This design comes from an exercise in tuning for small area on the open sky130 flow, not from production work. In this exercise RTL edits were held to simulation tests only and were not proved equivalent to the original.

### design/flow/design.v
package mm_data_pkg;
    typedef logic signed [8-1:0] mm_elem_t;
    typedef logic signed [32-1:0] mm_acc_t;
    typedef logic [4*8-1:0] mm_row_t;
endpackage
package mm_cmd_pkg;
    typedef enum logic [1:0] {
        OP_NOP    = 2'd0,
        OP_LOAD_A = 2'd1,
        OP_LOAD_B = 2'd2,
        OP_START  = 2'd3
    } mm_opcode_e;
    typedef union packed {
        struct packed {
            logic [(4 * 8)-5:0] rsvd;
            logic [1:0]           row;
            mm_opcode_e           opcode;
        } ctrl;
        logic [(4 * 8)-1:0] elems;
    } mm_cmd_word_u;
endpackage
`timescale 1ns/1ns
module mm_dot4 (
    input  logic [127:0] a_rows,    
    input  logic [127:0] b_rows,    
    input  logic [3:0]   a_ok,      
    input  logic [3:0]   b_ok,
    input  logic [1:0]   ri,        
    input  logic [1:0]   cj,        
    output logic [17:0] y
);
    logic [7:0] a0, a1, a2, a3, b0, b1, b2, b3;
    logic [7:0] a_k [4];
    logic [7:0] b_k [4];
    always_comb begin
        for (int k = 0; k < 4; k++) begin
            a_k[k] = '0;
            b_k[k] = '0;
            for (int i = 0; i < 4; i++) begin
                if (ri == 2'(i) && a_ok[i] && b_ok[k]) a_k[k] = a_rows[i*32 + k*8 +: 8];
                if (cj == 2'(i))                       b_k[k] = b_rows[k*32 + i*8 +: 8];
            end
        end
    end
    assign a0 = a_k[0]; assign a1 = a_k[1]; assign a2 = a_k[2]; assign a3 = a_k[3];
    assign b0 = b_k[0]; assign b1 = b_k[1]; assign b2 = b_k[2]; assign b3 = b_k[3];
    logic p1;
    logic p2;
    logic p3;
    logic p4;
    logic p5;
    logic p6;
    logic p7;
    logic p8;
    logic p9;
    logic p10;
    logic p11;
    logic p12;
    logic p13;
    logic p14;
    logic p15;
    logic p16;
    logic p17;
    logic p18;
    logic p19;
    logic p20;
    logic p21;
    logic p22;
    logic p23;
    logic p24;
    logic p25;
    logic p26;
    logic p27;
    logic p28;
    logic p29;
    logic p30;
    logic p31;
    logic p32;
    logic p33;
    logic p34;
    logic p35;
    logic p36;
    logic p37;
    logic p38;
    logic p39;
    logic p40;
    logic p41;
    logic p42;
    logic p43;
    logic p44;
    logic p45;
    logic p46;
    logic p47;
    logic p48;
    logic p49;
    logic p50;
    logic p51;
    logic p52;
    logic p53;
    logic p54;
    logic p55;
    logic p56;
    logic p57;
    logic p58;
    logic p59;
    logic p60;
    logic p61;
    logic p62;
    logic p63;
    logic p64;
    logic p65;
    logic p66;
    logic p67;
    logic p68;
    logic p69;
    logic p70;
    logic p71;
    logic p72;
    logic p73;
    logic p74;
    logic p75;
    logic p76;
    logic p77;
    logic p78;
    logic p79;
    logic p80;
    logic p81;
    logic p82;
    logic p83;
    logic p84;
    logic p85;
    logic p86;
    logic p87;
    logic p88;
    logic p89;
    logic p90;
    logic p91;
    logic p92;
    logic p93;
    logic p94;
    logic p95;
    logic p96;
    logic p97;
    logic p98;
    logic p99;
    logic p100;
    logic p101;
    logic p102;
    logic p103;
    logic p104;
    logic p105;
    logic p106;
    logic p107;
    logic p108;
    logic p109;
    logic p110;
    logic p111;
    logic p112;
    logic p113;
    logic p114;
    logic p115;
    logic p116;
    logic p117;
    logic p118;
    logic p119;
    logic p120;
    logic p121;
    logic p122;
    logic p123;
    logic p124;
    logic p125;
    logic p126;
    logic p127;
    logic p128;
    logic p129;
    logic p130;
    logic p131;
    logic p132;
    logic p133;
    logic p134;
    logic p135;
    logic p136;
    logic p137;
    logic p138;
    logic p139;
    logic p140;
    logic p141;
    logic p142;
    logic p143;
    logic p144;
    logic p145;
    logic p146;
    logic p147;
    logic p148;
    logic p149;
    logic p150;
    logic p151;
    logic p152;
    logic p153;
    logic p154;
    logic p155;
    logic p156;
    logic p157;
    logic p158;
    logic p159;
    logic p160;
    logic p161;
    logic p162;
    logic p163;
    logic p164;
    logic p165;
    logic p166;
    logic p167;
    logic p168;
    logic p169;
    logic p170;
    logic p171;
    logic p172;
    logic p173;
    logic p174;
    logic p175;
    logic p176;
    logic p177;
    logic p178;
    logic p179;
    logic p180;
    logic p181;
    logic p182;
    logic p183;
    logic p184;
    logic p185;
    logic p186;
    logic p187;
    logic p188;
    logic p189;
    logic p190;
    logic p191;
    logic p192;
    logic p193;
    logic p194;
    logic p195;
    logic p196;
    logic p197;
    logic p198;
    logic p199;
    logic p200;
    logic p201;
    logic p202;
    logic p203;
    logic p204;
    logic p205;
    logic p206;
    logic p207;
    logic p208;
    logic p209;
    logic p210;
    logic p211;
    logic p212;
    logic p213;
    logic p214;
    logic p215;
    logic p216;
    logic p217;
    logic p218;
    logic p219;
    logic p220;
    logic p221;
    logic p222;
    logic p223;
    logic p224;
    logic p225;
    logic p226;
    logic p227;
    logic p228;
    logic p229;
    logic p230;
    logic p231;
    logic p232;
    logic p233;
    logic p234;
    logic p235;
    logic p236;
    logic p237;
    logic p238;
    logic p239;
    logic p240;
    logic p241;
    logic p242;
    logic p243;
    logic p244;
    logic p245;
    logic p246;
    logic p247;
    logic p248;
    logic p249;
    logic p250;
    logic p251;
    logic p252;
    logic p253;
    logic p254;
    logic p255;
    logic p256;
    logic s257;
    logic c258;
    logic s259;
    logic c260;
    logic s261;
    logic c262;
    logic s263;
    logic c264;
    logic s265;
    logic c266;
    logic s267;
    logic c268;
    logic s269;
    logic c270;
    logic s271;
    logic c272;
    logic s273;
    logic c274;
    logic s275;
    logic c276;
    logic s277;
    logic c278;
    logic s279;
    logic c280;
    logic s281;
    logic c282;
    logic s283;
    logic c284;
    logic s285;
    logic c286;
    logic s287;
    logic c288;
    logic s289;
    logic c290;
    logic s291;
    logic c292;
    logic s293;
    logic c294;
    logic s295;
    logic c296;
    logic s297;
    logic c298;
    logic s299;
    logic c300;
    logic s301;
    logic c302;
    logic s303;
    logic c304;
    logic s305;
    logic c306;
    logic s307;
    logic c308;
    logic s309;
    logic c310;
    logic s311;
    logic c312;
    logic s313;
    logic c314;
    logic s315;
    logic c316;
    logic s317;
    logic c318;
    logic s319;
    logic c320;
    logic s321;
    logic c322;
    logic s323;
    logic c324;
    logic s325;
    logic c326;
    logic s327;
    logic c328;
    logic s329;
    logic c330;
    logic s331;
    logic c332;
    logic s333;
    logic c334;
    logic s335;
    logic c336;
    logic s337;
    logic c338;
    logic s339;
    logic c340;
    logic s341;
    logic c342;
    logic s343;
    logic c344;
    logic s345;
    logic c346;
    logic s347;
    logic c348;
    logic s349;
    logic c350;
    logic s351;
    logic c352;
    logic s353;
    logic c354;
    logic s355;
    logic c356;
    logic s357;
    logic c358;
    logic s359;
    logic c360;
    logic s361;
    logic c362;
    logic s363;
    logic c364;
    logic s365;
    logic c366;
    logic s367;
    logic c368;
    logic s369;
    logic c370;
    logic s371;
    logic c372;
    logic s373;
    logic c374;
    logic s375;
    logic c376;
    logic s377;
    logic c378;
    logic s379;
    logic c380;
    logic s381;
    logic c382;
    logic s383;
    logic c384;
    logic s385;
    logic c386;
    logic s387;
    logic c388;
    logic s389;
    logic c390;
    logic s391;
    logic c392;
    logic s393;
    logic c394;
    logic s395;
    logic c396;
    logic s397;
    logic c398;
    logic s399;
    logic c400;
    logic s401;
    logic c402;
    logic s403;
    logic c404;
    logic s405;
    logic c406;
    logic s407;
    logic c408;
    logic s409;
    logic c410;
    logic s411;
    logic c412;
    logic s413;
    logic c414;
    logic s415;
    logic c416;
    logic s417;
    logic c418;
    logic s419;
    logic c420;
    logic s421;
    logic c422;
    logic s423;
    logic c424;
    logic s425;
    logic c426;
    logic s427;
    logic c428;
    logic s429;
    logic c430;
    logic s431;
    logic c432;
    logic s433;
    logic c434;
    logic s435;
    logic c436;
    logic s437;
    logic c438;
    logic s439;
    logic c440;
    logic s441;
    logic c442;
    logic s443;
    logic c444;
    logic s445;
    logic c446;
    logic s447;
    logic c448;
    logic s449;
    logic c450;
    logic s451;
    logic c452;
    logic s453;
    logic c454;
    logic s455;
    logic c456;
    logic s457;
    logic c458;
    logic s459;
    logic c460;
    logic s461;
    logic c462;
    logic s463;
    logic c464;
    logic s465;
    logic c466;
    logic s467;
    logic c468;
    logic s469;
    logic c470;
    logic s471;
    logic c472;
    logic s473;
    logic c474;
    logic s475;
    logic c476;
    logic s477;
    logic c478;
    logic s479;
    logic c480;
    logic s481;
    logic c482;
    logic s483;
    logic c484;
    logic s485;
    logic c486;
    logic s487;
    logic c488;
    logic s489;
    logic c490;
    logic s491;
    logic c492;
    logic s493;
    logic c494;
    logic s495;
    logic c496;
    logic s497;
    logic c498;
    logic s499;
    logic c500;
    logic s501;
    logic c502;
    logic s503;
    logic c504;
    logic s505;
    logic c506;
    logic s507;
    logic c508;
    logic s509;
    logic c510;
    logic s511;
    logic c512;
    logic s513;
    logic c514;
    logic s515;
    logic c516;
    logic s517;
    logic c518;
    logic s519;
    logic c520;
    logic s521;
    logic c522;
    logic s523;
    logic c524;
    logic s525;
    logic c526;
    logic s527;
    logic c528;
    logic s529;
    logic c530;
    logic s531;
    logic c532;
    logic s533;
    logic c534;
    logic s535;
    logic c536;
    logic s537;
    logic c538;
    logic s539;
    logic c540;
    logic s541;
    logic c542;
    logic s543;
    logic c544;
    logic s545;
    logic c546;
    logic s547;
    logic c548;
    logic s549;
    logic c550;
    logic s551;
    logic c552;
    logic s553;
    logic c554;
    logic s555;
    logic c556;
    logic s557;
    logic c558;
    logic s559;
    logic c560;
    logic s561;
    logic c562;
    logic s563;
    logic c564;
    logic s565;
    logic c566;
    logic s567;
    logic c568;
    logic s569;
    logic c570;
    logic s571;
    logic c572;
    logic s573;
    logic c574;
    logic s575;
    logic c576;
    logic s577;
    logic c578;
    logic s579;
    logic c580;
    logic s581;
    logic c582;
    logic s583;
    logic c584;
    logic s585;
    logic c586;
    logic s587;
    logic c588;
    logic s589;
    logic c590;
    logic s591;
    logic c592;
    logic s593;
    logic c594;
    logic s595;
    logic c596;
    logic s597;
    logic c598;
    logic s599;
    logic c600;
    logic s601;
    logic c602;
    logic s603;
    logic c604;
    logic s605;
    logic c606;
    logic s607;
    logic c608;
    logic s609;
    logic c610;
    logic s611;
    logic c612;
    logic s613;
    logic c614;
    logic s615;
    logic c616;
    logic s617;
    logic c618;
    logic s619;
    logic c620;
    logic s621;
    logic c622;
    logic s623;
    logic c624;
    logic s625;
    logic c626;
    logic s627;
    logic c628;
    logic s629;
    logic c630;
    logic s631;
    logic c632;
    logic s633;
    logic c634;
    logic s635;
    logic c636;
    logic s637;
    logic c638;
    logic s639;
    logic c640;
    logic s641;
    logic c642;
    logic s643;
    logic c644;
    logic s645;
    logic c646;
    logic s647;
    logic c648;
    logic s649;
    logic c650;
    logic s651;
    logic c652;
    logic s653;
    logic c654;
    logic s655;
    logic c656;
    logic s657;
    logic c658;
    logic s659;
    logic c660;
    logic s661;
    logic c662;
    logic s663;
    logic c664;
    logic s665;
    logic c666;
    logic s667;
    logic c668;
    logic s669;
    logic c670;
    logic s671;
    logic c672;
    logic s673;
    logic c674;
    logic s675;
    logic c676;
    logic s677;
    logic c678;
    logic s679;
    logic c680;
    logic s681;
    logic c682;
    logic s683;
    logic c684;
    logic s685;
    logic c686;
    logic s687;
    logic c688;
    logic s689;
    logic c690;
    logic s691;
    logic c692;
    logic s693;
    logic c694;
    logic s695;
    logic c696;
    logic s697;
    logic c698;
    logic s699;
    logic c700;
    logic s701;
    logic c702;
    logic s703;
    logic c704;
    logic s705;
    logic c706;
    logic s707;
    logic c708;
    logic s709;
    logic c710;
    logic s711;
    logic c712;
    logic s713;
    logic c714;
    logic s715;
    logic c716;
    logic s717;
    logic c718;
    logic s719;
    logic c720;
    logic s721;
    logic c722;
    logic s723;
    logic c724;
    logic s725;
    logic c726;
    logic s727;
    logic c728;
    logic s729;
    logic c730;
    logic s731;
    logic c732;
    logic s733;
    logic c734;
    logic s735;
    logic c736;
    logic s737;
    logic c738;
    logic s739;
    logic c740;
    logic s741;
    logic c742;
    logic s743;
    logic c744;
    logic s745;
    logic c746;
    logic s747;
    logic c748;
    logic s749;
    logic c750;
    logic s751;
    logic c752;
    assign p1 = (a0[0] & b0[0]);
    assign p2 = (a1[0] & b1[0]);
    assign p3 = (a2[0] & b2[0]);
    assign p4 = (a3[0] & b3[0]);
    assign p5 = (a0[0] & b0[1]);
    assign p6 = (a0[1] & b0[0]);
    assign p7 = (a1[0] & b1[1]);
    assign p8 = (a1[1] & b1[0]);
    assign p9 = (a2[0] & b2[1]);
    assign p10 = (a2[1] & b2[0]);
    assign p11 = (a3[0] & b3[1]);
    assign p12 = (a3[1] & b3[0]);
    assign p13 = (a0[0] & b0[2]);
    assign p14 = (a0[1] & b0[1]);
    assign p15 = (a0[2] & b0[0]);
    assign p16 = (a1[0] & b1[2]);
    assign p17 = (a1[1] & b1[1]);
    assign p18 = (a1[2] & b1[0]);
    assign p19 = (a2[0] & b2[2]);
    assign p20 = (a2[1] & b2[1]);
    assign p21 = (a2[2] & b2[0]);
    assign p22 = (a3[0] & b3[2]);
    assign p23 = (a3[1] & b3[1]);
    assign p24 = (a3[2] & b3[0]);
    assign p25 = (a0[0] & b0[3]);
    assign p26 = (a0[1] & b0[2]);
    assign p27 = (a0[2] & b0[1]);
    assign p28 = (a0[3] & b0[0]);
    assign p29 = (a1[0] & b1[3]);
    assign p30 = (a1[1] & b1[2]);
    assign p31 = (a1[2] & b1[1]);
    assign p32 = (a1[3] & b1[0]);
    assign p33 = (a2[0] & b2[3]);
    assign p34 = (a2[1] & b2[2]);
    assign p35 = (a2[2] & b2[1]);
    assign p36 = (a2[3] & b2[0]);
    assign p37 = (a3[0] & b3[3]);
    assign p38 = (a3[1] & b3[2]);
    assign p39 = (a3[2] & b3[1]);
    assign p40 = (a3[3] & b3[0]);
    assign p41 = (a0[0] & b0[4]);
    assign p42 = (a0[1] & b0[3]);
    assign p43 = (a0[2] & b0[2]);
    assign p44 = (a0[3] & b0[1]);
    assign p45 = (a0[4] & b0[0]);
    assign p46 = (a1[0] & b1[4]);
    assign p47 = (a1[1] & b1[3]);
    assign p48 = (a1[2] & b1[2]);
    assign p49 = (a1[3] & b1[1]);
    assign p50 = (a1[4] & b1[0]);
    assign p51 = (a2[0] & b2[4]);
    assign p52 = (a2[1] & b2[3]);
    assign p53 = (a2[2] & b2[2]);
    assign p54 = (a2[3] & b2[1]);
    assign p55 = (a2[4] & b2[0]);
    assign p56 = (a3[0] & b3[4]);
    assign p57 = (a3[1] & b3[3]);
    assign p58 = (a3[2] & b3[2]);
    assign p59 = (a3[3] & b3[1]);
    assign p60 = (a3[4] & b3[0]);
    assign p61 = (a0[0] & b0[5]);
    assign p62 = (a0[1] & b0[4]);
    assign p63 = (a0[2] & b0[3]);
    assign p64 = (a0[3] & b0[2]);
    assign p65 = (a0[4] & b0[1]);
    assign p66 = (a0[5] & b0[0]);
    assign p67 = (a1[0] & b1[5]);
    assign p68 = (a1[1] & b1[4]);
    assign p69 = (a1[2] & b1[3]);
    assign p70 = (a1[3] & b1[2]);
    assign p71 = (a1[4] & b1[1]);
    assign p72 = (a1[5] & b1[0]);
    assign p73 = (a2[0] & b2[5]);
    assign p74 = (a2[1] & b2[4]);
    assign p75 = (a2[2] & b2[3]);
    assign p76 = (a2[3] & b2[2]);
    assign p77 = (a2[4] & b2[1]);
    assign p78 = (a2[5] & b2[0]);
    assign p79 = (a3[0] & b3[5]);
    assign p80 = (a3[1] & b3[4]);
    assign p81 = (a3[2] & b3[3]);
    assign p82 = (a3[3] & b3[2]);
    assign p83 = (a3[4] & b3[1]);
    assign p84 = (a3[5] & b3[0]);
    assign p85 = (a0[0] & b0[6]);
    assign p86 = (a0[1] & b0[5]);
    assign p87 = (a0[2] & b0[4]);
    assign p88 = (a0[3] & b0[3]);
    assign p89 = (a0[4] & b0[2]);
    assign p90 = (a0[5] & b0[1]);
    assign p91 = (a0[6] & b0[0]);
    assign p92 = (a1[0] & b1[6]);
    assign p93 = (a1[1] & b1[5]);
    assign p94 = (a1[2] & b1[4]);
    assign p95 = (a1[3] & b1[3]);
    assign p96 = (a1[4] & b1[2]);
    assign p97 = (a1[5] & b1[1]);
    assign p98 = (a1[6] & b1[0]);
    assign p99 = (a2[0] & b2[6]);
    assign p100 = (a2[1] & b2[5]);
    assign p101 = (a2[2] & b2[4]);
    assign p102 = (a2[3] & b2[3]);
    assign p103 = (a2[4] & b2[2]);
    assign p104 = (a2[5] & b2[1]);
    assign p105 = (a2[6] & b2[0]);
    assign p106 = (a3[0] & b3[6]);
    assign p107 = (a3[1] & b3[5]);
    assign p108 = (a3[2] & b3[4]);
    assign p109 = (a3[3] & b3[3]);
    assign p110 = (a3[4] & b3[2]);
    assign p111 = (a3[5] & b3[1]);
    assign p112 = (a3[6] & b3[0]);
    assign p113 = (~a0[0] | ~b0[7]);
    assign p114 = (a0[1] & b0[6]);
    assign p115 = (a0[2] & b0[5]);
    assign p116 = (a0[3] & b0[4]);
    assign p117 = (a0[4] & b0[3]);
    assign p118 = (a0[5] & b0[2]);
    assign p119 = (a0[6] & b0[1]);
    assign p120 = (~a0[7] | ~b0[0]);
    assign p121 = (~a1[0] | ~b1[7]);
    assign p122 = (a1[1] & b1[6]);
    assign p123 = (a1[2] & b1[5]);
    assign p124 = (a1[3] & b1[4]);
    assign p125 = (a1[4] & b1[3]);
    assign p126 = (a1[5] & b1[2]);
    assign p127 = (a1[6] & b1[1]);
    assign p128 = (~a1[7] | ~b1[0]);
    assign p129 = (~a2[0] | ~b2[7]);
    assign p130 = (a2[1] & b2[6]);
    assign p131 = (a2[2] & b2[5]);
    assign p132 = (a2[3] & b2[4]);
    assign p133 = (a2[4] & b2[3]);
    assign p134 = (a2[5] & b2[2]);
    assign p135 = (a2[6] & b2[1]);
    assign p136 = (~a2[7] | ~b2[0]);
    assign p137 = (~a3[0] | ~b3[7]);
    assign p138 = (a3[1] & b3[6]);
    assign p139 = (a3[2] & b3[5]);
    assign p140 = (a3[3] & b3[4]);
    assign p141 = (a3[4] & b3[3]);
    assign p142 = (a3[5] & b3[2]);
    assign p143 = (a3[6] & b3[1]);
    assign p144 = (~a3[7] | ~b3[0]);
    assign p145 = (~a0[1] | ~b0[7]);
    assign p146 = (a0[2] & b0[6]);
    assign p147 = (a0[3] & b0[5]);
    assign p148 = (a0[4] & b0[4]);
    assign p149 = (a0[5] & b0[3]);
    assign p150 = (a0[6] & b0[2]);
    assign p151 = (~a0[7] | ~b0[1]);
    assign p152 = (~a1[1] | ~b1[7]);
    assign p153 = (a1[2] & b1[6]);
    assign p154 = (a1[3] & b1[5]);
    assign p155 = (a1[4] & b1[4]);
    assign p156 = (a1[5] & b1[3]);
    assign p157 = (a1[6] & b1[2]);
    assign p158 = (~a1[7] | ~b1[1]);
    assign p159 = (~a2[1] | ~b2[7]);
    assign p160 = (a2[2] & b2[6]);
    assign p161 = (a2[3] & b2[5]);
    assign p162 = (a2[4] & b2[4]);
    assign p163 = (a2[5] & b2[3]);
    assign p164 = (a2[6] & b2[2]);
    assign p165 = (~a2[7] | ~b2[1]);
    assign p166 = (~a3[1] | ~b3[7]);
    assign p167 = (a3[2] & b3[6]);
    assign p168 = (a3[3] & b3[5]);
    assign p169 = (a3[4] & b3[4]);
    assign p170 = (a3[5] & b3[3]);
    assign p171 = (a3[6] & b3[2]);
    assign p172 = (~a3[7] | ~b3[1]);
    assign p173 = (~a0[2] | ~b0[7]);
    assign p174 = (a0[3] & b0[6]);
    assign p175 = (a0[4] & b0[5]);
    assign p176 = (a0[5] & b0[4]);
    assign p177 = (a0[6] & b0[3]);
    assign p178 = (~a0[7] | ~b0[2]);
    assign p179 = (~a1[2] | ~b1[7]);
    assign p180 = (a1[3] & b1[6]);
    assign p181 = (a1[4] & b1[5]);
    assign p182 = (a1[5] & b1[4]);
    assign p183 = (a1[6] & b1[3]);
    assign p184 = (~a1[7] | ~b1[2]);
    assign p185 = (~a2[2] | ~b2[7]);
    assign p186 = (a2[3] & b2[6]);
    assign p187 = (a2[4] & b2[5]);
    assign p188 = (a2[5] & b2[4]);
    assign p189 = (a2[6] & b2[3]);
    assign p190 = (~a2[7] | ~b2[2]);
    assign p191 = (~a3[2] | ~b3[7]);
    assign p192 = (a3[3] & b3[6]);
    assign p193 = (a3[4] & b3[5]);
    assign p194 = (a3[5] & b3[4]);
    assign p195 = (a3[6] & b3[3]);
    assign p196 = (~a3[7] | ~b3[2]);
    assign p197 = (~a0[3] | ~b0[7]);
    assign p198 = (a0[4] & b0[6]);
    assign p199 = (a0[5] & b0[5]);
    assign p200 = (a0[6] & b0[4]);
    assign p201 = (~a0[7] | ~b0[3]);
    assign p202 = (~a1[3] | ~b1[7]);
    assign p203 = (a1[4] & b1[6]);
    assign p204 = (a1[5] & b1[5]);
    assign p205 = (a1[6] & b1[4]);
    assign p206 = (~a1[7] | ~b1[3]);
    assign p207 = (~a2[3] | ~b2[7]);
    assign p208 = (a2[4] & b2[6]);
    assign p209 = (a2[5] & b2[5]);
    assign p210 = (a2[6] & b2[4]);
    assign p211 = (~a2[7] | ~b2[3]);
    assign p212 = (~a3[3] | ~b3[7]);
    assign p213 = (a3[4] & b3[6]);
    assign p214 = (a3[5] & b3[5]);
    assign p215 = (a3[6] & b3[4]);
    assign p216 = (~a3[7] | ~b3[3]);
    assign p217 = (~a0[4] | ~b0[7]);
    assign p218 = (a0[5] & b0[6]);
    assign p219 = (a0[6] & b0[5]);
    assign p220 = (~a0[7] | ~b0[4]);
    assign p221 = (~a1[4] | ~b1[7]);
    assign p222 = (a1[5] & b1[6]);
    assign p223 = (a1[6] & b1[5]);
    assign p224 = (~a1[7] | ~b1[4]);
    assign p225 = (~a2[4] | ~b2[7]);
    assign p226 = (a2[5] & b2[6]);
    assign p227 = (a2[6] & b2[5]);
    assign p228 = (~a2[7] | ~b2[4]);
    assign p229 = (~a3[4] | ~b3[7]);
    assign p230 = (a3[5] & b3[6]);
    assign p231 = (a3[6] & b3[5]);
    assign p232 = (~a3[7] | ~b3[4]);
    assign p233 = (~a0[5] | ~b0[7]);
    assign p234 = (a0[6] & b0[6]);
    assign p235 = (~a0[7] | ~b0[5]);
    assign p236 = (~a1[5] | ~b1[7]);
    assign p237 = (a1[6] & b1[6]);
    assign p238 = (~a1[7] | ~b1[5]);
    assign p239 = (~a2[5] | ~b2[7]);
    assign p240 = (a2[6] & b2[6]);
    assign p241 = (~a2[7] | ~b2[5]);
    assign p242 = (~a3[5] | ~b3[7]);
    assign p243 = (a3[6] & b3[6]);
    assign p244 = (~a3[7] | ~b3[5]);
    assign p245 = (~a0[6] | ~b0[7]);
    assign p246 = (~a0[7] | ~b0[6]);
    assign p247 = (~a1[6] | ~b1[7]);
    assign p248 = (~a1[7] | ~b1[6]);
    assign p249 = (~a2[6] | ~b2[7]);
    assign p250 = (~a2[7] | ~b2[6]);
    assign p251 = (~a3[6] | ~b3[7]);
    assign p252 = (~a3[7] | ~b3[6]);
    assign p253 = (a0[7] & b0[7]);
    assign p254 = (a1[7] & b1[7]);
    assign p255 = (a2[7] & b2[7]);
    assign p256 = (a3[7] & b3[7]);
    mm_fa u_s257 (.a(p1), .b(p2), .c(p3), .s(s257), .co(c258));
    mm_ha u_s259 (.a(p4), .b(s257), .s(s259), .co(c260));
    mm_fa u_s261 (.a(p5), .b(p6), .c(p7), .s(s261), .co(c262));
    mm_fa u_s263 (.a(p8), .b(p9), .c(p10), .s(s263), .co(c264));
    mm_fa u_s265 (.a(p11), .b(p12), .c(c258), .s(s265), .co(c266));
    mm_fa u_s267 (.a(s261), .b(s263), .c(c260), .s(s267), .co(c268));
    mm_ha u_s269 (.a(s265), .b(s267), .s(s269), .co(c270));
    mm_fa u_s271 (.a(p13), .b(p14), .c(p15), .s(s271), .co(c272));
    mm_fa u_s273 (.a(p16), .b(p17), .c(p18), .s(s273), .co(c274));
    mm_fa u_s275 (.a(p19), .b(p20), .c(p21), .s(s275), .co(c276));
    mm_fa u_s277 (.a(p22), .b(p23), .c(p24), .s(s277), .co(c278));
    mm_fa u_s279 (.a(c262), .b(c264), .c(s271), .s(s279), .co(c280));
    mm_fa u_s281 (.a(s273), .b(s275), .c(s277), .s(s281), .co(c282));
    mm_fa u_s283 (.a(c266), .b(s279), .c(s281), .s(s283), .co(c284));
    mm_fa u_s285 (.a(c268), .b(c270), .c(s283), .s(s285), .co(c286));
    mm_fa u_s287 (.a(p25), .b(p26), .c(p27), .s(s287), .co(c288));
    mm_fa u_s289 (.a(p28), .b(p29), .c(p30), .s(s289), .co(c290));
    mm_fa u_s291 (.a(p31), .b(p32), .c(p33), .s(s291), .co(c292));
    mm_fa u_s293 (.a(p34), .b(p35), .c(p36), .s(s293), .co(c294));
    mm_fa u_s295 (.a(p37), .b(p38), .c(p39), .s(s295), .co(c296));
    mm_fa u_s297 (.a(p40), .b(c272), .c(c274), .s(s297), .co(c298));
    mm_fa u_s299 (.a(c276), .b(c278), .c(s287), .s(s299), .co(c300));
    mm_fa u_s301 (.a(s289), .b(s291), .c(s293), .s(s301), .co(c302));
    mm_fa u_s303 (.a(s295), .b(s297), .c(c280), .s(s303), .co(c304));
    mm_fa u_s305 (.a(c282), .b(s299), .c(s301), .s(s305), .co(c306));
    mm_fa u_s307 (.a(c284), .b(s303), .c(s305), .s(s307), .co(c308));
    mm_ha u_s309 (.a(c286), .b(s307), .s(s309), .co(c310));
    mm_fa u_s311 (.a(p41), .b(p42), .c(p43), .s(s311), .co(c312));
    mm_fa u_s313 (.a(p44), .b(p45), .c(p46), .s(s313), .co(c314));
    mm_fa u_s315 (.a(p47), .b(p48), .c(p49), .s(s315), .co(c316));
    mm_fa u_s317 (.a(p50), .b(p51), .c(p52), .s(s317), .co(c318));
    mm_fa u_s319 (.a(p53), .b(p54), .c(p55), .s(s319), .co(c320));
    mm_fa u_s321 (.a(p56), .b(p57), .c(p58), .s(s321), .co(c322));
    mm_fa u_s323 (.a(p59), .b(p60), .c(c288), .s(s323), .co(c324));
    mm_fa u_s325 (.a(c290), .b(c292), .c(c294), .s(s325), .co(c326));
    mm_fa u_s327 (.a(c296), .b(s311), .c(s313), .s(s327), .co(c328));
    mm_fa u_s329 (.a(s315), .b(s317), .c(s319), .s(s329), .co(c330));
    mm_fa u_s331 (.a(s321), .b(c298), .c(s323), .s(s331), .co(c332));
    mm_fa u_s333 (.a(s325), .b(c300), .c(c302), .s(s333), .co(c334));
    mm_fa u_s335 (.a(s327), .b(s329), .c(c304), .s(s335), .co(c336));
    mm_fa u_s337 (.a(c306), .b(s331), .c(s333), .s(s337), .co(c338));
    mm_fa u_s339 (.a(s335), .b(c308), .c(s337), .s(s339), .co(c340));
    mm_ha u_s341 (.a(c310), .b(s339), .s(s341), .co(c342));
    mm_fa u_s343 (.a(p61), .b(p62), .c(p63), .s(s343), .co(c344));
    mm_fa u_s345 (.a(p64), .b(p65), .c(p66), .s(s345), .co(c346));
    mm_fa u_s347 (.a(p67), .b(p68), .c(p69), .s(s347), .co(c348));
    mm_fa u_s349 (.a(p70), .b(p71), .c(p72), .s(s349), .co(c350));
    mm_fa u_s351 (.a(p73), .b(p74), .c(p75), .s(s351), .co(c352));
    mm_fa u_s353 (.a(p76), .b(p77), .c(p78), .s(s353), .co(c354));
    mm_fa u_s355 (.a(p79), .b(p80), .c(p81), .s(s355), .co(c356));
    mm_fa u_s357 (.a(p82), .b(p83), .c(p84), .s(s357), .co(c358));
    mm_fa u_s359 (.a(c312), .b(c314), .c(c316), .s(s359), .co(c360));
    mm_fa u_s361 (.a(c318), .b(c320), .c(c322), .s(s361), .co(c362));
    mm_fa u_s363 (.a(s343), .b(s345), .c(s347), .s(s363), .co(c364));
    mm_fa u_s365 (.a(s349), .b(s351), .c(s353), .s(s365), .co(c366));
    mm_fa u_s367 (.a(s355), .b(s357), .c(c324), .s(s367), .co(c368));
    mm_fa u_s369 (.a(c326), .b(s359), .c(s361), .s(s369), .co(c370));
    mm_fa u_s371 (.a(c328), .b(c330), .c(s363), .s(s371), .co(c372));
    mm_fa u_s373 (.a(s365), .b(c332), .c(s367), .s(s373), .co(c374));
    mm_fa u_s375 (.a(c334), .b(s369), .c(s371), .s(s375), .co(c376));
    mm_fa u_s377 (.a(c336), .b(c338), .c(s373), .s(s377), .co(c378));
    mm_fa u_s379 (.a(s375), .b(c340), .c(s377), .s(s379), .co(c380));
    mm_ha u_s381 (.a(c342), .b(s379), .s(s381), .co(c382));
    mm_fa u_s383 (.a(p85), .b(p86), .c(p87), .s(s383), .co(c384));
    mm_fa u_s385 (.a(p88), .b(p89), .c(p90), .s(s385), .co(c386));
    mm_fa u_s387 (.a(p91), .b(p92), .c(p93), .s(s387), .co(c388));
    mm_fa u_s389 (.a(p94), .b(p95), .c(p96), .s(s389), .co(c390));
    mm_fa u_s391 (.a(p97), .b(p98), .c(p99), .s(s391), .co(c392));
    mm_fa u_s393 (.a(p100), .b(p101), .c(p102), .s(s393), .co(c394));
    mm_fa u_s395 (.a(p103), .b(p104), .c(p105), .s(s395), .co(c396));
    mm_fa u_s397 (.a(p106), .b(p107), .c(p108), .s(s397), .co(c398));
    mm_fa u_s399 (.a(p109), .b(p110), .c(p111), .s(s399), .co(c400));
    mm_fa u_s401 (.a(p112), .b(c344), .c(c346), .s(s401), .co(c402));
    mm_fa u_s403 (.a(c348), .b(c350), .c(c352), .s(s403), .co(c404));
    mm_fa u_s405 (.a(c354), .b(c356), .c(c358), .s(s405), .co(c406));
    mm_fa u_s407 (.a(s383), .b(s385), .c(s387), .s(s407), .co(c408));
    mm_fa u_s409 (.a(s389), .b(s391), .c(s393), .s(s409), .co(c410));
    mm_fa u_s411 (.a(s395), .b(s397), .c(s399), .s(s411), .co(c412));
    mm_fa u_s413 (.a(c360), .b(c362), .c(s401), .s(s413), .co(c414));
    mm_fa u_s415 (.a(s403), .b(s405), .c(c364), .s(s415), .co(c416));
    mm_fa u_s417 (.a(c366), .b(s407), .c(s409), .s(s417), .co(c418));
    mm_fa u_s419 (.a(s411), .b(c368), .c(c370), .s(s419), .co(c420));
    mm_fa u_s421 (.a(c372), .b(s413), .c(s415), .s(s421), .co(c422));
    mm_fa u_s423 (.a(s417), .b(c374), .c(s419), .s(s423), .co(c424));
    mm_fa u_s425 (.a(c376), .b(s421), .c(c378), .s(s425), .co(c426));
    mm_fa u_s427 (.a(s423), .b(c380), .c(s425), .s(s427), .co(c428));
    mm_ha u_s429 (.a(c382), .b(s427), .s(s429), .co(c430));
    mm_fa u_s431 (.a(p113), .b(p114), .c(p115), .s(s431), .co(c432));
    mm_fa u_s433 (.a(p116), .b(p117), .c(p118), .s(s433), .co(c434));
    mm_fa u_s435 (.a(p119), .b(p120), .c(p121), .s(s435), .co(c436));
    mm_fa u_s437 (.a(p122), .b(p123), .c(p124), .s(s437), .co(c438));
    mm_fa u_s439 (.a(p125), .b(p126), .c(p127), .s(s439), .co(c440));
    mm_fa u_s441 (.a(p128), .b(p129), .c(p130), .s(s441), .co(c442));
    mm_fa u_s443 (.a(p131), .b(p132), .c(p133), .s(s443), .co(c444));
    mm_fa u_s445 (.a(p134), .b(p135), .c(p136), .s(s445), .co(c446));
    mm_fa u_s447 (.a(p137), .b(p138), .c(p139), .s(s447), .co(c448));
    mm_fa u_s449 (.a(p140), .b(p141), .c(p142), .s(s449), .co(c450));
    mm_fa u_s451 (.a(p143), .b(p144), .c(c384), .s(s451), .co(c452));
    mm_fa u_s453 (.a(c386), .b(c388), .c(c390), .s(s453), .co(c454));
    mm_fa u_s455 (.a(c392), .b(c394), .c(c396), .s(s455), .co(c456));
    mm_fa u_s457 (.a(c398), .b(c400), .c(s431), .s(s457), .co(c458));
    mm_fa u_s459 (.a(s433), .b(s435), .c(s437), .s(s459), .co(c460));
    mm_fa u_s461 (.a(s439), .b(s441), .c(s443), .s(s461), .co(c462));
    mm_fa u_s463 (.a(s445), .b(s447), .c(s449), .s(s463), .co(c464));
    mm_fa u_s465 (.a(c402), .b(c404), .c(c406), .s(s465), .co(c466));
    mm_fa u_s467 (.a(s451), .b(s453), .c(s455), .s(s467), .co(c468));
    mm_fa u_s469 (.a(c408), .b(c410), .c(c412), .s(s469), .co(c470));
    mm_fa u_s471 (.a(s457), .b(s459), .c(s461), .s(s471), .co(c472));
    mm_fa u_s473 (.a(s463), .b(c414), .c(s465), .s(s473), .co(c474));
    mm_fa u_s475 (.a(c416), .b(c418), .c(s467), .s(s475), .co(c476));
    mm_fa u_s477 (.a(s469), .b(s471), .c(c420), .s(s477), .co(c478));
    mm_fa u_s479 (.a(c422), .b(s473), .c(s475), .s(s479), .co(c480));
    mm_fa u_s481 (.a(c424), .b(s477), .c(s479), .s(s481), .co(c482));
    mm_fa u_s483 (.a(c426), .b(s481), .c(c428), .s(s483), .co(c484));
    mm_ha u_s485 (.a(c430), .b(s483), .s(s485), .co(c486));
    mm_fa u_s487 (.a(p145), .b(p146), .c(p147), .s(s487), .co(c488));
    mm_fa u_s489 (.a(p148), .b(p149), .c(p150), .s(s489), .co(c490));
    mm_fa u_s491 (.a(p151), .b(p152), .c(p153), .s(s491), .co(c492));
    mm_fa u_s493 (.a(p154), .b(p155), .c(p156), .s(s493), .co(c494));
    mm_fa u_s495 (.a(p157), .b(p158), .c(p159), .s(s495), .co(c496));
    mm_fa u_s497 (.a(p160), .b(p161), .c(p162), .s(s497), .co(c498));
    mm_fa u_s499 (.a(p163), .b(p164), .c(p165), .s(s499), .co(c500));
    mm_fa u_s501 (.a(p166), .b(p167), .c(p168), .s(s501), .co(c502));
    mm_fa u_s503 (.a(p169), .b(p170), .c(p171), .s(s503), .co(c504));
    mm_fa u_s505 (.a(p172), .b(c432), .c(c434), .s(s505), .co(c506));
    mm_fa u_s507 (.a(c436), .b(c438), .c(c440), .s(s507), .co(c508));
    mm_fa u_s509 (.a(c442), .b(c444), .c(c446), .s(s509), .co(c510));
    mm_fa u_s511 (.a(c448), .b(c450), .c(s487), .s(s511), .co(c512));
    mm_fa u_s513 (.a(s489), .b(s491), .c(s493), .s(s513), .co(c514));
    mm_fa u_s515 (.a(s495), .b(s497), .c(s499), .s(s515), .co(c516));
    mm_fa u_s517 (.a(s501), .b(s503), .c(c452), .s(s517), .co(c518));
    mm_fa u_s519 (.a(c454), .b(c456), .c(s505), .s(s519), .co(c520));
    mm_fa u_s521 (.a(s507), .b(s509), .c(c458), .s(s521), .co(c522));
    mm_fa u_s523 (.a(c460), .b(c462), .c(c464), .s(s523), .co(c524));
    mm_fa u_s525 (.a(s511), .b(s513), .c(s515), .s(s525), .co(c526));
    mm_fa u_s527 (.a(c466), .b(c468), .c(s517), .s(s527), .co(c528));
    mm_fa u_s529 (.a(c470), .b(c472), .c(s519), .s(s529), .co(c530));
    mm_fa u_s531 (.a(s521), .b(s523), .c(s525), .s(s531), .co(c532));
    mm_fa u_s533 (.a(c474), .b(c476), .c(s527), .s(s533), .co(c534));
    mm_fa u_s535 (.a(s529), .b(s531), .c(c478), .s(s535), .co(c536));
    mm_fa u_s537 (.a(c480), .b(s533), .c(s535), .s(s537), .co(c538));
    mm_fa u_s539 (.a(c482), .b(s537), .c(c484), .s(s539), .co(c540));
    mm_ha u_s541 (.a(c486), .b(s539), .s(s541), .co(c542));
    mm_fa u_s543 (.a(p173), .b(p174), .c(p175), .s(s543), .co(c544));
    mm_fa u_s545 (.a(p176), .b(p177), .c(p178), .s(s545), .co(c546));
    mm_fa u_s547 (.a(p179), .b(p180), .c(p181), .s(s547), .co(c548));
    mm_fa u_s549 (.a(p182), .b(p183), .c(p184), .s(s549), .co(c550));
    mm_fa u_s551 (.a(p185), .b(p186), .c(p187), .s(s551), .co(c552));
    mm_fa u_s553 (.a(p188), .b(p189), .c(p190), .s(s553), .co(c554));
    mm_fa u_s555 (.a(p191), .b(p192), .c(p193), .s(s555), .co(c556));
    mm_fa u_s557 (.a(p194), .b(p195), .c(p196), .s(s557), .co(c558));
    mm_fa u_s559 (.a(c488), .b(c490), .c(c492), .s(s559), .co(c560));
    mm_fa u_s561 (.a(c494), .b(c496), .c(c498), .s(s561), .co(c562));
    mm_fa u_s563 (.a(c500), .b(c502), .c(c504), .s(s563), .co(c564));
    mm_fa u_s565 (.a(s543), .b(s545), .c(s547), .s(s565), .co(c566));
    mm_fa u_s567 (.a(s549), .b(s551), .c(s553), .s(s567), .co(c568));
    mm_fa u_s569 (.a(s555), .b(s557), .c(c506), .s(s569), .co(c570));
    mm_fa u_s571 (.a(c508), .b(c510), .c(s559), .s(s571), .co(c572));
    mm_fa u_s573 (.a(s561), .b(s563), .c(c512), .s(s573), .co(c574));
    mm_fa u_s575 (.a(c514), .b(c516), .c(s565), .s(s575), .co(c576));
    mm_fa u_s577 (.a(s567), .b(c518), .c(c520), .s(s577), .co(c578));
    mm_fa u_s579 (.a(s569), .b(c522), .c(c524), .s(s579), .co(c580));
    mm_fa u_s581 (.a(c526), .b(s571), .c(s573), .s(s581), .co(c582));
    mm_fa u_s583 (.a(s575), .b(c528), .c(s577), .s(s583), .co(c584));
    mm_fa u_s585 (.a(c530), .b(s579), .c(c532), .s(s585), .co(c586));
    mm_fa u_s587 (.a(s581), .b(c534), .c(s583), .s(s587), .co(c588));
    mm_fa u_s589 (.a(s585), .b(c536), .c(s587), .s(s589), .co(c590));
    mm_fa u_s591 (.a(c538), .b(s589), .c(c540), .s(s591), .co(c592));
    mm_ha u_s593 (.a(c542), .b(s591), .s(s593), .co(c594));
    assign s595 = ~(p197 ^ p198);
    assign c596 = p197 | p198;
    mm_fa u_s597 (.a(p199), .b(p200), .c(p201), .s(s597), .co(c598));
    mm_fa u_s599 (.a(p202), .b(p203), .c(p204), .s(s599), .co(c600));
    mm_fa u_s601 (.a(p205), .b(p206), .c(p207), .s(s601), .co(c602));
    mm_fa u_s603 (.a(p208), .b(p209), .c(p210), .s(s603), .co(c604));
    mm_fa u_s605 (.a(p211), .b(p212), .c(p213), .s(s605), .co(c606));
    mm_fa u_s607 (.a(p214), .b(p215), .c(p216), .s(s607), .co(c608));
    mm_fa u_s609 (.a(c544), .b(c546), .c(c548), .s(s609), .co(c610));
    mm_fa u_s611 (.a(c550), .b(c552), .c(c554), .s(s611), .co(c612));
    mm_fa u_s613 (.a(c556), .b(c558), .c(s595), .s(s613), .co(c614));
    mm_fa u_s615 (.a(s597), .b(s599), .c(s601), .s(s615), .co(c616));
    mm_fa u_s617 (.a(s603), .b(s605), .c(s607), .s(s617), .co(c618));
    mm_fa u_s619 (.a(c560), .b(c562), .c(c564), .s(s619), .co(c620));
    mm_fa u_s621 (.a(s609), .b(s611), .c(c566), .s(s621), .co(c622));
    mm_fa u_s623 (.a(c568), .b(s613), .c(s615), .s(s623), .co(c624));
    mm_fa u_s625 (.a(s617), .b(c570), .c(c572), .s(s625), .co(c626));
    mm_fa u_s627 (.a(s619), .b(c574), .c(c576), .s(s627), .co(c628));
    mm_fa u_s629 (.a(s621), .b(s623), .c(c578), .s(s629), .co(c630));
    mm_fa u_s631 (.a(c580), .b(s625), .c(c582), .s(s631), .co(c632));
    mm_fa u_s633 (.a(s627), .b(c584), .c(s629), .s(s633), .co(c634));
    mm_fa u_s635 (.a(c586), .b(s631), .c(c588), .s(s635), .co(c636));
    mm_fa u_s637 (.a(s633), .b(c590), .c(s635), .s(s637), .co(c638));
    mm_fa u_s639 (.a(s637), .b(c592), .c(c594), .s(s639), .co(c640));
    mm_fa u_s641 (.a(p217), .b(p218), .c(p219), .s(s641), .co(c642));
    mm_fa u_s643 (.a(p220), .b(p221), .c(p222), .s(s643), .co(c644));
    mm_fa u_s645 (.a(p223), .b(p224), .c(p225), .s(s645), .co(c646));
    mm_fa u_s647 (.a(p226), .b(p227), .c(p228), .s(s647), .co(c648));
    mm_fa u_s649 (.a(p229), .b(p230), .c(p231), .s(s649), .co(c650));
    mm_fa u_s651 (.a(p232), .b(c596), .c(c598), .s(s651), .co(c652));
    mm_fa u_s653 (.a(c600), .b(c602), .c(c604), .s(s653), .co(c654));
    mm_fa u_s655 (.a(c606), .b(c608), .c(s641), .s(s655), .co(c656));
    mm_fa u_s657 (.a(s643), .b(s645), .c(s647), .s(s657), .co(c658));
    mm_fa u_s659 (.a(s649), .b(c610), .c(c612), .s(s659), .co(c660));
    mm_fa u_s661 (.a(s651), .b(s653), .c(c614), .s(s661), .co(c662));
    mm_fa u_s663 (.a(c616), .b(c618), .c(s655), .s(s663), .co(c664));
    mm_fa u_s665 (.a(s657), .b(c620), .c(s659), .s(s665), .co(c666));
    mm_fa u_s667 (.a(c622), .b(c624), .c(s661), .s(s667), .co(c668));
    mm_fa u_s669 (.a(s663), .b(c626), .c(c628), .s(s669), .co(c670));
    mm_fa u_s671 (.a(s665), .b(s667), .c(c630), .s(s671), .co(c672));
    mm_fa u_s673 (.a(c632), .b(s669), .c(c634), .s(s673), .co(c674));
    mm_fa u_s675 (.a(s671), .b(c636), .c(s673), .s(s675), .co(c676));
    mm_fa u_s677 (.a(c638), .b(s675), .c(c640), .s(s677), .co(c678));
    mm_fa u_s679 (.a(p233), .b(p234), .c(p235), .s(s679), .co(c680));
    mm_fa u_s681 (.a(p236), .b(p237), .c(p238), .s(s681), .co(c682));
    mm_fa u_s683 (.a(p239), .b(p240), .c(p241), .s(s683), .co(c684));
    mm_fa u_s685 (.a(p242), .b(p243), .c(p244), .s(s685), .co(c686));
    mm_fa u_s687 (.a(c642), .b(c644), .c(c646), .s(s687), .co(c688));
    mm_fa u_s689 (.a(c648), .b(c650), .c(s679), .s(s689), .co(c690));
    mm_fa u_s691 (.a(s681), .b(s683), .c(s685), .s(s691), .co(c692));
    mm_fa u_s693 (.a(c652), .b(c654), .c(s687), .s(s693), .co(c694));
    mm_fa u_s695 (.a(c656), .b(c658), .c(s689), .s(s695), .co(c696));
    mm_fa u_s697 (.a(s691), .b(c660), .c(c662), .s(s697), .co(c698));
    mm_fa u_s699 (.a(c664), .b(s693), .c(s695), .s(s699), .co(c700));
    mm_fa u_s701 (.a(c666), .b(c668), .c(s697), .s(s701), .co(c702));
    mm_fa u_s703 (.a(s699), .b(c670), .c(s701), .s(s703), .co(c704));
    mm_fa u_s705 (.a(c672), .b(s703), .c(c674), .s(s705), .co(c706));
    mm_fa u_s707 (.a(c676), .b(s705), .c(c678), .s(s707), .co(c708));
    mm_fa u_s709 (.a(p245), .b(p246), .c(p247), .s(s709), .co(c710));
    mm_fa u_s711 (.a(p248), .b(p249), .c(p250), .s(s711), .co(c712));
    mm_fa u_s713 (.a(p251), .b(p252), .c(c680), .s(s713), .co(c714));
    mm_fa u_s715 (.a(c682), .b(c684), .c(c686), .s(s715), .co(c716));
    mm_fa u_s717 (.a(s709), .b(s711), .c(c688), .s(s717), .co(c718));
    mm_fa u_s719 (.a(s713), .b(s715), .c(c690), .s(s719), .co(c720));
    mm_fa u_s721 (.a(c692), .b(c694), .c(s717), .s(s721), .co(c722));
    mm_fa u_s723 (.a(c696), .b(s719), .c(c698), .s(s723), .co(c724));
    mm_fa u_s725 (.a(s721), .b(c700), .c(c702), .s(s725), .co(c726));
    mm_fa u_s727 (.a(s723), .b(c704), .c(s725), .s(s727), .co(c728));
    mm_fa u_s729 (.a(s727), .b(c706), .c(c708), .s(s729), .co(c730));
    mm_fa u_s731 (.a(p253), .b(p254), .c(p255), .s(s731), .co(c732));
    mm_fa u_s733 (.a(p256), .b(c710), .c(c712), .s(s733), .co(c734));
    mm_fa u_s735 (.a(s731), .b(c714), .c(c716), .s(s735), .co(c736));
    mm_fa u_s737 (.a(s733), .b(c718), .c(s735), .s(s737), .co(c738));
    mm_fa u_s739 (.a(c720), .b(c722), .c(s737), .s(s739), .co(c740));
    mm_fa u_s741 (.a(c724), .b(s739), .c(c726), .s(s741), .co(c742));
    mm_fa u_s743 (.a(c728), .b(s741), .c(c730), .s(s743), .co(c744));
    mm_fa u_s745 (.a(c732), .b(c734), .c(c736), .s(s745), .co(c746));
    mm_fa u_s747 (.a(c738), .b(s745), .c(c740), .s(s747), .co(c748));
    mm_fa u_s749 (.a(s747), .b(c742), .c(c744), .s(s749), .co(c750));
    mm_fa u_s751 (.a(c746), .b(c748), .c(c750), .s(s751), .co(c752));
    assign y[0] = s259;
    assign y[1] = s269;
    assign y[2] = s285;
    assign y[3] = s309;
    assign y[4] = s341;
    assign y[5] = s381;
    assign y[6] = s429;
    assign y[7] = s485;
    assign y[8] = s541;
    assign y[9] = s593;
    assign y[10] = s639;
    assign y[11] = s677;
    assign y[12] = s707;
    assign y[13] = s729;
    assign y[14] = s743;
    assign y[15] = s749;
    assign y[16] = s751;
    assign y[17] = ~(c752);
endmodule
module mm_fa (
    input  logic a, b, c,
    output logic s, co
);
    assign s  = a ^ b ^ c;
    assign co = (a & b) | (a & c) | (b & c);
endmodule
module mm_ha (
    input  logic a, b,
    output logic s, co
);
    assign s  = a ^ b;
    assign co = a & b;
endmodule
`timescale 1ns/1ns
module mm_top (
    input  logic         clk_buf,
    input  logic         sys_reset,
    input  logic         cmd_valid,
    input  logic [(4 * 8)-1:0] cmd_word,
    output logic         cmd_credit,
    output logic         res_valid,
    output mm_data_pkg::mm_acc_t      res_data,
    input  logic         res_credit,
    output logic         busy,
    output logic         done
);
    logic [3:0]  slot0, slot1;
    logic        wr_ptr, rd_ptr;
    logic [1:0]  fill;
    logic        wexp;           
    logic        expect_data;    
    logic [31:0] dreg;
    logic        row_sel_b;
    logic [1:0]  row_idx;
    logic [3:0]  head;
    logic        pop;
    assign head       = rd_ptr ? slot1 : slot0;
    assign pop        = (fill != 2'd0) && !busy;
    assign cmd_credit = pop;
    always_ff @(posedge clk_buf) begin
        if (cmd_valid) begin
            if (wr_ptr) slot1 <= cmd_word[3:0];
            else        slot0 <= cmd_word[3:0];
        end
        if (cmd_valid && wexp) begin
            dreg <= cmd_word;
        end
    end
    always_ff @(posedge clk_buf or posedge sys_reset) begin
        if (sys_reset) begin
            wr_ptr      <= 1'b0;
            rd_ptr      <= 1'b0;
            fill        <= 2'd0;
            wexp        <= 1'b0;
            expect_data <= 1'b0;
            row_sel_b   <= 1'b0;
            row_idx     <= 2'd0;
        end else begin
            if (cmd_valid) begin
                wr_ptr <= ~wr_ptr;
                wexp   <= !wexp && (cmd_word[1:0] == mm_cmd_pkg::OP_LOAD_A ||
                                    cmd_word[1:0] == mm_cmd_pkg::OP_LOAD_B);
            end
            if (pop) begin
                rd_ptr <= ~rd_ptr;
            end
            case ({cmd_valid, pop})
                2'b10:   fill <= fill + 1'b1;
                2'b01:   fill <= fill - 1'b1;
                default: ;
            endcase
            if (pop) begin
                if (expect_data) begin
                    expect_data <= 1'b0;
                end else if (head[1:0] == mm_cmd_pkg::OP_LOAD_A ||
                             head[1:0] == mm_cmd_pkg::OP_LOAD_B) begin
                    expect_data <= 1'b1;
                    row_sel_b   <= head[1];
                    row_idx     <= head[3:2];
                end
            end
        end
    end
    logic [31:0] a_buf [4];
    logic [31:0] b_buf [4];
    logic [3:0]  a_ok, b_ok;
    logic        row_we;
    assign row_we = pop && expect_data;
    always_ff @(posedge clk_buf) begin
        for (int r = 0; r < 4; r++) begin
            if (row_we && !row_sel_b && row_idx == 2'(r)) a_buf[r] <= dreg;
            if (row_we &&  row_sel_b && row_idx == 2'(r)) b_buf[r] <= dreg;
        end
    end
    always_ff @(posedge clk_buf or posedge sys_reset) begin
        if (sys_reset) begin
            a_ok <= 4'd0;
            b_ok <= 4'd0;
        end else begin
            for (int r = 0; r < 4; r++) begin
                if (row_we && !row_sel_b && row_idx == 2'(r)) a_ok[r] <= 1'b1;
                if (row_we &&  row_sel_b && row_idx == 2'(r)) b_ok[r] <= 1'b1;
            end
        end
    end
    logic [3:0] cnt;
    logic       draining;
    logic [2:0] credits;
    logic       send;
    logic       advance;
    logic       drain_done;
    logic       start;
    assign send       = draining && (credits != 3'd0);
    assign drain_done = busy && !draining && res_valid;
    assign advance    = (busy && !draining && !res_valid) || send;
    assign start      = pop && !expect_data && (head[1:0] == mm_cmd_pkg::OP_START);
    always_ff @(posedge clk_buf) begin
        if (start) begin
            cnt <= 4'hf;
        end else if (advance) begin
            cnt <= cnt + 1'b1;
        end
    end
    always_ff @(posedge clk_buf or posedge sys_reset) begin
        if (sys_reset) begin
            busy      <= 1'b0;
            done      <= 1'b0;
            draining  <= 1'b0;
            res_valid <= 1'b0;
            credits   <= 3'(4);
        end else begin
            res_valid <= send;
            if (drain_done) begin
                busy <= 1'b0;
                done <= 1'b1;
            end
            if (start) begin
                busy <= 1'b1;
                done <= 1'b0;
            end
            if (advance && cnt == 4'd14) begin
                draining <= !draining;
            end
            case ({send, res_credit})
                2'b10:   credits <= credits - 1'b1;
                2'b01:   credits <= credits + 1'b1;
                default: ;
            endcase
        end
    end
    logic [17:0] sum;
    mm_dot4 u_dot (
        .a_rows ({a_buf[3], a_buf[2], a_buf[1], a_buf[0]}),
        .b_rows ({b_buf[3], b_buf[2], b_buf[1], b_buf[0]}),
        .a_ok   (a_ok),
        .b_ok   (b_ok),
        .ri     (cnt[3:2]),
        .cj     (cnt[1:0]),
        .y      (sum)
    );
    assign res_data = {{14{sum[17]}}, sum};
endmodule
### design/flow/config.mk
export PLATFORM = sky130hd
export DESIGN_NAME = mm_top
export DESIGN_NICKNAME = mm_top
export VERILOG_FILES = /design/flow/design.v
export SDC_FILE = /design/flow/constraint.sdc
export NUM_CORES = 4
export LEC_CHECK = 0
export ABC_AREA = 1
export CAP_MARGIN = 20
export CORE_MARGIN = 2
export CORE_UTILIZATION = 50
export SLEW_MARGIN = 20
export SYNTH_HIERARCHICAL = 1
export SYNTH_MINIMUM_KEEP_SIZE = 0
### design/flow/constraint.sdc
create_clock -name core_clock -period 11.0 [get_ports {clk_buf}]
set_input_delay 2.2000 -clock core_clock [delete_from_list [all_inputs] [get_ports {clk_buf}]]
set_output_delay 2.2000 -clock core_clock [all_outputs]
set_load 0.01 [all_outputs]
### design/flow/run.sh
#!/bin/bash
# synth_recipe.tcl (not shown) runs the flow's synth.tcl, then flattens the netlist and writes it again
# the make line also repeats each setting of config.mk as NAME=value (left out here)
make -C /OpenROAD-flow-scripts/flow DESIGN_CONFIG=/design/flow/config.mk WORK_HOME=/design/flow/orfs CLKGATE_MAP_FILE= SYNTH_SCRIPT=/design/flow/synth_recipe.tcl finish
==> summary.txt <==
Yosys
  – Yosys cell types: 39
  – Mapped Cells: roughly 1.5k
  – Cell Area, Synth: 18600 sq um
  – Mean area per synthesized cell: ~13 sq um
  – EDFF count, synth: 296
  – Synth Area in Simple Gates: 13.9%
  – Post-synthesis adder-cell area fraction: 26.7%
  – Synthesized net count: between 1.5k and 2k
  – Largest family of logic cells by synthesized area: adder cells
  – Post-synth ARST share: between 7 and 8%
  – Sequential area share after synthesis: 51.4%
  – Synth Area in XOR/XNOR: less than 1%
  – Warnings from Yosys: 12
  – Post-synthesis mux area share: less than 1%
  – Synth Register Bits: roughly 320
  – Post-synth top flop: edfxtp_1
  – Synth Area in Compound Gates: 3.61%

Layout
  – Cell Count, Final, Fillers Out: between 2k and 2.5k
  – Fillers: 2887
  – Final Net Count: 2028
  – Synthesis-to-layout area growth: 24.1%
  – Post-route core utilization: a little over three fifths
  – Most frequent cells in the layout: edfxtp_1 (296), nand2_1 (218), nor2_1 (191)
  – Antenna cells: 0
  – Most common cell after layout, fill and taps aside: edfxtp_1
  – Share of cells above drive strength 1: a little over a quarter

Floorplan
  – Row count: 70
  – Die ar.: ~39000 sq um
  – Io pins: 72
  – Starting Density: between 50% and 60%
  – DIE WIDTH: around 200 um
  – Core footprint: 36600 sq um
  – Die height: 197 um

GRT
  – Largest net degree at the start of global routing: 33
  – GRT Total Usage: around 29%
  – First-pass GRT wire length: around 80 mm
  – Vias in the first global route: ~13k
  – Total grt overflow: 0
  – Initial antenna violation count: 0

Route
  – DR pass1 iterations: 5
  – Final Routed Wirelength: between 50 and 60 mm
  – Avg Vias per Cell: approximately 5.4
  – Drt initial violations: 1037
  – Routed len/inst: approximately 24 um
  – Detail Route Antenna Nets: 0
  – DRC: 0
  – Via count: 12.1k

STA
  – Slew @ Worst Pin: around 0.98 ns
  – Slew Limit Fails: 0
  – Worst Setup Slack, final: -0.315 ns
  – Hold WS: approximately 0.50 ns
  – RSZ-0062 raised after global routing: true
  – # setup viols final: 16
  – Final period util: 103%
  – Min Tclk post-route: between 10 and 15 ns
  – Final Skew: approximately 0.022 ns
  – Worst slew margin relative to its limit: around a third
  – Maximum clock rate: around 88 MHz
  – Final Hold Viols: 0

Setup path
  – Top delay family on crit path: adder cells
  – Critical path peak fanout: 7
  – Crit path top cell by count: fa_2
  – Worst setup SP type: flip-flop
  – Crit Path Class: reg2out
  – Buf/Inv on CP: 5
  – Crit path capture type: primary output
  – Worst stage delay on the critical path: 0.56 ns
  – Critical path arrival: 9.11 ns
  – Slowest stage cell, crit path: fa_1
  – CP required: 8.80 ns

Clock tree
  – Num CTS Buffers: 34
  – Hold Buf Count CTS: 0
  – Skew-Pair Late Insertion Delay: approximately 0.52 ns
  – H-tree level count: 2
  – Clock root buffer: clkbuf_16
  – CTS tree: done
  – Max Buffers Root-to-Sink: 3
  – CTS Sinks: about 320
  – CTS clk-pin slew, worst paths: roughly 0.07 ns

Place
  – Port Buffer Count: 71
  – Dpl cells: roughly 2.2k
  – Dpl hpwl: between 40 and 50 mm
  – GPL Wtd Cong: 0.967

Status
  – Blocking Checks: setup timing
  – Status: finished with violations

Worst hold path
  – Worst min-delay path class: reg2reg

Flow run
  – Max-cap violations: 0
-- routing by layer --
metal / vias to the layer above / GRT usage, % / part of all wire (%)
li1: 5446 / - / -
met1: 6157 / 39.4 / 43
met2: 426 / 47.3 / 48
met3: 102 / 3.35 / 4.9
met4: 0 / 11.6 / 4.2
met5: - / 0 / 0
-- Yosys stat by module, one instance, submodules excluded --
module / copies in the design / cell area (sq um) / flops+latches
mm_dot4: 1 / 3360 / 0
mm_fa: 238 / 20.0 / 0
mm_ha: 9 / 12.5 / 0
mm_top: 1 / 10400 / 324
-- synth_stat cells (2+ instances only) --
library cell  number  share of area [%]
a21oi_2           14               0.66
edfxtp_1         296                 48
nor2_1           248                5.0
inv_1             99                2.0
nand2_2            2              0.067
xnor2_1            5               0.24
inv_2              4              0.081
nand4_1           37                1.2
o21ai_1            8               0.21
xor2_1             2              0.094
dfxtp_1            4               0.43
nor2_2             6               0.20
nor3_2             2               0.11
nor2_4             3               0.18
and2_1             4               0.13
or2_0              4               0.13
buf_4             37                1.5
dfrtp_1           23                3.1
a21oi_1           38                1.0
fa_1             239                 26
o21bai_1           3               0.12
ha_1              15                1.0
nand2_1          227                4.6
inv_4              2              0.067
clkbuf_1           6               0.12
o21ai_2            2              0.094
o21ai_0           51                1.4
buf_2              9               0.24
nand3_1           76                2.0
-- timing repair --
| action | 4_1_cts | 5_1_grt |
|---|---|---|
| endpoints found under the setup margin | 19 | 18 |
| setup buffers | 10 | 1 |
| gates cloned | 1 | 0 |
| gates resized for setup | 245 | 55 |
| pin swaps | 43 | 20 |
| hold endpoints to repair | 0 | 0 |
-- stage by stage --
| step | worst slack, ns | area [sq um] | setup TNS (ns) |
|---|---|---|---|
| after detailed placement | -1.02 | 21200 | -16.55 |
| after global placement | -0.869 | 21200 | -14.26 |
| after floorplan | 0.0221 | 18700 | 0 |
| after global routing | -0.561 | 23100 | -7.58 |
| after CTS | -0.332 | 22900 | -4.21 |
| final | -0.315 | 23100 | -3.65 |
-- sequential cells by signal, summed over array words and instances (netlist names), 2 cells and up --
| register | flops |
|---|---|
| a_buf | 128 |
| a_ok | 4 |
| b_buf | 128 |
| b_ok | 4 |
| cnt | 4 |
| credits | 3 |
| dreg | 32 |
| fill | 2 |
| row_idx | 2 |
| slot0 | 4 |
| slot1 | 4 |
-- logic make-up after synthesis --
logic type,after synthesis
AO/OA/AOI/OAI,118
multiplexers,1
buffers and inverters,158
adder cells (fa/ha/maj),254
XOR/XNOR,7
flip-flops,324
AND/OR/NAND/NOR,614
-- final cells by class --
| cell class | instances | area (sq um) | area share, % |
|---|---|---|---|
| inverter | 105 | 407 | 1.76 |
| clock inverter | 16 | 148 | 0.638 |
| sequential | 324 | 9590 | 41.5 |
| clock buffer | 43 | 948 | 4.10 |
| timing repair buffer | 278 | 2450 | 10.6 |
| tap | 468 | 586 | 2.53 |
| timing repair inverter | 1 | 7.51 | 0.0325 |
| multi-input combinational | 994 | 8990 | 38.9 |
-- worst paths after layout --
path	start	endpoint	slack, ns	cells past startpoint
setup / recovery	cnt[3]$_SDFFE_PP1P_	res_data[27]	-0.31	29
hold / removal	credits[2]$_DFFE_PP1P_	credits[2]$_DFFE_PP1P_	0.50	1
setup reg to reg	busy$_DFFE_PP0P_	b_buf[1][23]$_DFFE_PP_	8.71	6
hold reg to reg	credits[2]$_DFFE_PP1P_	credits[2]$_DFFE_PP1P_	0.50	1
max in group asynchronous	sys_reset	b_ok[0]$_DFFE_PP0P_	8.44	2
min in group asynchronous	sys_reset	credits[0]$_DFFE_PP0P_	2.10	2

[static timing again, ports no longer ideal]
No port has a modelled driver above. Below, the same layout with a new extraction and two added sets of constraints. Step 1: set_driving_cell puts a clkbuf_16 on clk_buf and a buf_2 on each other input, an assumption about the parent block. Step 2 adds t to the input delays and takes it off the output delays; t is the mean of the earliest and latest rising clock arrival at the registers after step 1. Input paths then give back, and output paths get back, about the clock's delay inside the block. Three values: ideal, step 1, step 2; two values: the first two.
t, ns: 0.564
setup WS [ns]: -0.315 / -0.365 / 0.199
latest minus earliest clock arrival (ns): 0.026 / 0.026
worst register clock-pin slew, ns: 0.07 / 0.07
worst slew at a driven data input, ns: 0.04
The setup slack of this run moves by -0.050 ns with the drivers and by +0.514 ns with both steps.
